Context: an optimization exercise on an open-source flow, tuned for small area, a short achievable clock period and few clock cycles per item. The choices shown serve that exercise and are no tape-out recipe.
Only simulation tests tie the RTL to the original design; equivalence was not proved.
Power and IR drop assume default switching activity.

willow:
// exec_stage
module exec_stage (
    input  logic        clock,
    input  logic        reset,
    input  logic        issue_valid,
    input  logic [1:0]  issue_fu,
    input  logic [3:0]  issue_func,
    input  logic [1:0]  opa_select,
    input  logic [2:0]  opb_select,
    input  logic [31:0] inst,
    input  logic [31:0] pc,
    input  logic [31:0] rs1_value,
    input  logic [31:0] rs2_value,
    input  logic [4:0]  issue_tag,
    input  logic        complete_credit,
    output logic [2:0]  fu_free,
    output logic        complete_valid,
    output logic [1:0]  complete_fu,
    output logic [4:0]  complete_tag,
    output logic [31:0] complete_result,
    output logic        complete_take
);
    localparam logic [3:0] ALU_ADD = 4'd0, ALU_SUB = 4'd1, ALU_AND = 4'd2, ALU_OR = 4'd3,
                           ALU_XOR = 4'd4, ALU_SLT = 4'd5, ALU_SLTU = 4'd6, ALU_SLL = 4'd7,
                           ALU_SRL = 4'd8, ALU_SRA = 4'd9;
    localparam logic [3:0] MUL = 4'd10, MULH = 4'd11, MULHSU = 4'd12;
    localparam logic [6:0] OPCODE_JAL  = 7'b1101111;
    localparam logic [6:0] OPCODE_JALR = 7'b1100111;
    logic [31:0] opa, opb;
    logic [29:0] pc_inc;
    always_comb begin
        logic [29:0] c;
        c = pc[31:2];
        for (int step = 1; step < 30; step = step * 2) begin
            for (int i = 0; i < 30; i++) begin
                if ((i / step) % 2 == 1) c[i] = c[i] & c[(i / step) * step - 1];
            end
        end
        pc_inc = pc[31:2] ^ {c[28:0], 1'b1};
    end
    always_comb begin
        case (opa_select)
            2'd0:    opa = rs1_value;
            2'd1:    opa = {pc_inc, pc[1:0]};
            2'd2:    opa = pc;
            default: opa = '0;
        endcase
    end
    always_comb begin
        case (opb_select)
            3'd0:    opb = rs2_value;
            3'd1:    opb = {{20{inst[31]}}, inst[31:20]};
            3'd2:    opb = {{20{inst[31]}}, inst[31:25], inst[11:7]};
            3'd3:    opb = {{19{inst[31]}}, inst[31], inst[7], inst[30:25], inst[11:8], 1'b0};
            3'd4:    opb = {inst[31:12], 12'b0};
  ...
Size in the first run: ~450 flip-flops, about 190 I/O pins, roughly 31000 sq um of cells after synthesis.
clock: 8.0 ns
lec_check: 0
cap_margin: 20
core_margin: 2
core_utilization: 55
place_density: 0.65
setup_slack_margin: 4.5
slew_margin: 20
standard.sh (not shown) runs the stock make flow with config.mk's settings and CLKGATE_MAP_FILE= SYNTH_SCRIPT=/design/flow/synth_recipe.tcl, a recipe that flattens the netlist after the stock synthesis.
==> flow/flow/run.sh <==
#!/bin/bash
# The standard layout, with the port buffers made of buf_1 cells instead of the cell
# buffer_ports picks by default. Synthesis, floorplan, power grid and the rest are the
# standard flow's. make's full output goes to standard.log in this folder; ORFS writes
# each step's log under orfs/logs/.
set -euo pipefail
bash standard.sh "BUFFER_PORTS_ARGS=-buffer_cell sky130_fd_sc_hd__buf_1" finish > standard.log 2>&1
No stage failed in willow, and the final checks on the layout all came back clean.
Testbench counts of willow, summed over its fixed seeds: cycles 39,051, items 32,000.
#### Input delta (onyx over willow)
==> flow/run.sh (new file) <==
#!/bin/bash
# synth_recipe.tcl (not shown) runs the flow's synth.tcl, then flattens the netlist and writes it again
# the make line also repeats each setting of config.mk as NAME=value (left out here)
make -C /OpenROAD-flow-scripts/flow DESIGN_CONFIG=/design/flow/config.mk WORK_HOME=/design/flow/orfs CLKGATE_MAP_FILE= SYNTH_SCRIPT=/design/flow/synth_recipe.tcl finish
removed: flow/flow/run.sh
removed: flow/standard.sh
[summary]
Data-path buffer share of cell area in the final layout (lower): willow. Area growth from synthesis to final layout was higher in onyx than in willow. Run comparison: willow source of the critical timing path m_ls[0]$_DFFE_PP_; onyx source of the critical timing path out_selx$_DFF_P_. When onyx is set beside willow, its sequential group share of total power turns out to be 1.0 points smaller. register to output port as the category of the most critical setup path was reported by onyx, and register to register by willow.
Input-level comparison between pepper and onyx:
# onyx
export LEC_CHECK = 0
export CAP_MARGIN = 20
export CORE_MARGIN = 2
export CORE_UTILIZATION = 55
export PLACE_DENSITY = 0.65
export SETUP_SLACK_MARGIN = 4.5
export SLEW_MARGIN = 20
create_clock -name core_clock -period 8.0 [get_ports {clock}]
# pepper
export LEC_CHECK = 0
export CAP_MARGIN = 20
export CORE_MARGIN = 2
export CORE_UTILIZATION = 55
export PLACE_DENSITY = 0.65
export SETUP_SLACK_MARGIN = 4.2
export SLEW_MARGIN = 20
create_clock -name core_clock -period 8.0 [get_ports {clock}]
- onyx → pepper: sequential fraction of total cell area went up 0.62 points; count of buffers not belonging to the clock network in the layout went down 39.
- pepper: met2 usage in global routing is 0.71 points lower than what onyx reported.
- onyx and pepper ended up with roughly the same cell total after placement.
- complete_result[12] as the capturing element of the worst setup path was reported by pepper, and complete_result[14] by onyx.
- Compared with onyx, pepper shows total power lower by 3.0%.
- pepper -> onyx: number of H-tree branching levels flat
Changes in violet relative to pepper:
# pepper
export LEC_CHECK = 0
export CAP_MARGIN = 20
export CORE_MARGIN = 2
export CORE_UTILIZATION = 55
export PLACE_DENSITY = 0.65
export SETUP_SLACK_MARGIN = 4.2
export SLEW_MARGIN = 20
create_clock -name core_clock -period 8.0 [get_ports {clock}]
# violet
export LEC_CHECK = 0
export CAP_MARGIN = 20
export CORE_MARGIN = 2
export CORE_UTILIZATION = 55
export PLACE_DENSITY = 0.65
export SETUP_SLACK_MARGIN = 4.5
export SLEW_MARGIN = 20
create_clock -name core_clock -period 8.0 [get_ports {clock}]
==> flow/flow/run.sh (new file) <==
#!/bin/bash
# The standard layout, with the port buffers made of buf_2 cells instead of the cell
# buffer_ports picks by default. Synthesis, floorplan, power grid and the rest are the
# standard flow's. make's full output goes to standard.log in this folder; ORFS writes
# each step's log under orfs/logs/.
set -euo pipefail
bash standard.sh "BUFFER_PORTS_ARGS=-buffer_cell sky130_fd_sc_hd__buf_2" finish > standard.log 2>&1
==> flow/standard.sh (new file) <==
#!/bin/bash
# synth_recipe.tcl (not shown) runs the flow's synth.tcl, then flattens the netlist and writes it again
# the make line also repeats each setting of config.mk as NAME=value (left out here)
make -C /OpenROAD-flow-scripts/flow DESIGN_CONFIG=/design/flow/config.mk WORK_HOME=/design/flow/orfs CLKGATE_MAP_FILE= SYNTH_SCRIPT=/design/flow/synth_recipe.tcl "${@:-finish}"
removed: flow/run.sh
[summary]
- Comparing pepper and violet, the higher clock-buffer cell count is on violet.
- Total stage count of the critical path (violet over pepper): increase, 8
- violet against pepper: part of the cycle the worst path needs decreased by 3.9 points relative to the old numbers; final-layout worst hold slack was more or less identical.
- The run showing the greater detailed-route vias per instance is pepper.
- The startpoint of the most critical setup path comes out m_a[17]$_DFFE_PN_ in one run and out_selx$_DFF_P_ in the other, namely in violet and pepper respectively.
- Comparing violet with pepper, the total power came out essentially unchanged.
- [violet] total of cells resized after clock tree synthesis rose 27% relative to pepper
Here is what was changed in the inputs of xenon compared with violet.
# violet
export LEC_CHECK = 0
export CAP_MARGIN = 20
export CORE_MARGIN = 2
export CORE_UTILIZATION = 55
export PLACE_DENSITY = 0.65
export SETUP_SLACK_MARGIN = 4.5
export SLEW_MARGIN = 20
create_clock -name core_clock -period 8.0 [get_ports {clock}]
# xenon
export LEC_CHECK = 0
export CAP_MARGIN = 20
export CORE_MARGIN = 2
export CORE_UTILIZATION = 55
export PLACE_DENSITY = 0.65
export SETUP_SLACK_MARGIN = 4.7
export SLEW_MARGIN = 20
create_clock -name core_clock -period 8.0 [get_ports {clock}]
==> flow/run.sh (new file) <==
#!/bin/bash
# synth_recipe.tcl (not shown) runs the flow's synth.tcl, then flattens the netlist and writes it again
# the make line also repeats each setting of config.mk as NAME=value (left out here)
make -C /OpenROAD-flow-scripts/flow DESIGN_CONFIG=/design/flow/config.mk WORK_HOME=/design/flow/orfs CLKGATE_MAP_FILE= SYNTH_SCRIPT=/design/flow/synth_recipe.tcl finish
removed: flow/flow/run.sh
removed: flow/standard.sh
==> comparison <==
- Setup slack on the worst flop-to-flop path ended up 0.13 ns lower on xenon than on violet.
- [xenon vs violet] part of the total power dissipated in sequential elements: lower in xenon
- Diff violet -> xenon: routed via count picked up an extra 3.5%; setup slack lost 0.13 ns.

== build 15 ==
exec_stage, a different RTL version from the one above (not shown whole).
Size in the first run: ~410 flip-flops.
==> flow/config.mk <==
export PLATFORM = sky130hd
export DESIGN_NAME = exec_stage
export DESIGN_NICKNAME = exec_stage
export VERILOG_FILES = /design/flow/design.v
export SDC_FILE = /design/flow/constraint.sdc
export NUM_CORES = 4
export LEC_CHECK = 0
export CAP_MARGIN = 20
export CORE_MARGIN = 2
export CORE_UTILIZATION = 50
export CTS_CLUSTER_DIAMETER = 80
export CTS_CLUSTER_SIZE = 30
export PLACE_DENSITY = 0.6
export SETUP_SLACK_MARGIN = 4.5
export SLEW_MARGIN = 20
==> flow/constraint.sdc <==
create_clock -name core_clock -period 8.0 [get_ports {clock}]
set_input_delay 1.6000 -clock core_clock [delete_from_list [all_inputs] [get_ports {clock}]]
set_output_delay 1.6000 -clock core_clock [all_outputs]
set_load 0.01 [all_outputs]
==> flow/flow/run.sh <==
#!/bin/bash
# The standard layout, with the port buffers made of buf_2 cells instead of the cell
# buffer_ports picks by default. Synthesis, floorplan, power grid and the rest are the
# standard flow's. make's full output goes to standard.log in this folder; ORFS writes
# each step's log under orfs/logs/.
set -euo pipefail
bash standard.sh "BUFFER_PORTS_ARGS=-buffer_cell sky130_fd_sc_hd__buf_2" finish > standard.log 2>&1
Testbench counts of build 15, summed over its fixed seeds: cycles 35,907, items 32,000.
What build 27 does differently from build 15 at the input level:
- a change of SETUP_SLACK_MARGIN from 4.5 to 4.6
### Flow results
For build 27, the critical path's slowest cell was sky130_fd_sc_hd__a222oi_1, unlike build 15, where it was sky130_fd_sc_hd__nor4_4. Between build 15 and build 27, the difference in total global routing overflow is negligible. Setup slack in build 27 is 0.19 ns higher than in build 15. The core of build 27 is more densely filled than that of build 15.
Input changes introduced in build 88 (baseline for comparison: build 27):
- PLACE_DENSITY: 0.6 -> 0.65
- CORE_UTILIZATION: 50 -> 55
Notes after the runs:
Build 88: wire length of the first global-routing pass is about 0.5% lower than what build 27 reported. Relative to build 27, the placement row count measured on build 88 has decreased by a few percent. Against build 27, the final cell area of build 88 is lower.

what the ideal ports hide:
Ports are ideal in the flow. The routed layouts listed here were re-timed in OpenROAD. Step 1 assumes that a clkbuf_16 drives the clock port and a buf_2 every other input. Step 2 moves the port delays by t, midway between the first and last clock arrival at a register: inputs arrive t later, outputs are due t later. That takes back most of the time a late clock gives input paths. Slacks: ideal / step 1 / step 2; pairs: ideal / step 1.
run | t (ns) | slack for setup (ns) | worst setup path after step 2 | slew at the worst register clock pin (ns) | pins driven straight from the clock port
willow | 0.670 | 4.455 / 4.455 / 3.879 | input to register | 0.07 / 0.07 | 1
onyx | 0.664 | 4.282 / 4.220 / 3.854 | input to register | 0.06 / 0.06 | 1
pepper | 0.661 | 4.239 / 4.178 / 3.644 | input to register | 0.07 / 0.07 | 1
violet | 0.666 | 4.551 / 4.499 / 3.947 | input to register | 0.06 / 0.06 | 1
xenon | 0.668 | 4.422 / 4.391 / 3.950 | input to register | 0.07 / 0.07 | 1
build 15 | 0.692 | 4.317 / 4.333 / 3.641 | input to register | 0.12 / 0.12 | 1
build 27 | 0.689 | 4.505 / 4.505 / 3.870 | input to register | 0.12 / 0.12 | 1
build 88 | 0.664 | 4.463 / 4.463 / 3.981 | input to register | 0.11 / 0.11 | 1
After both steps every run listed still meets setup and hold. For build 15, which loses most, drivers alone change the setup slack by +0.016 ns; drivers and shift together by -0.676 ns.
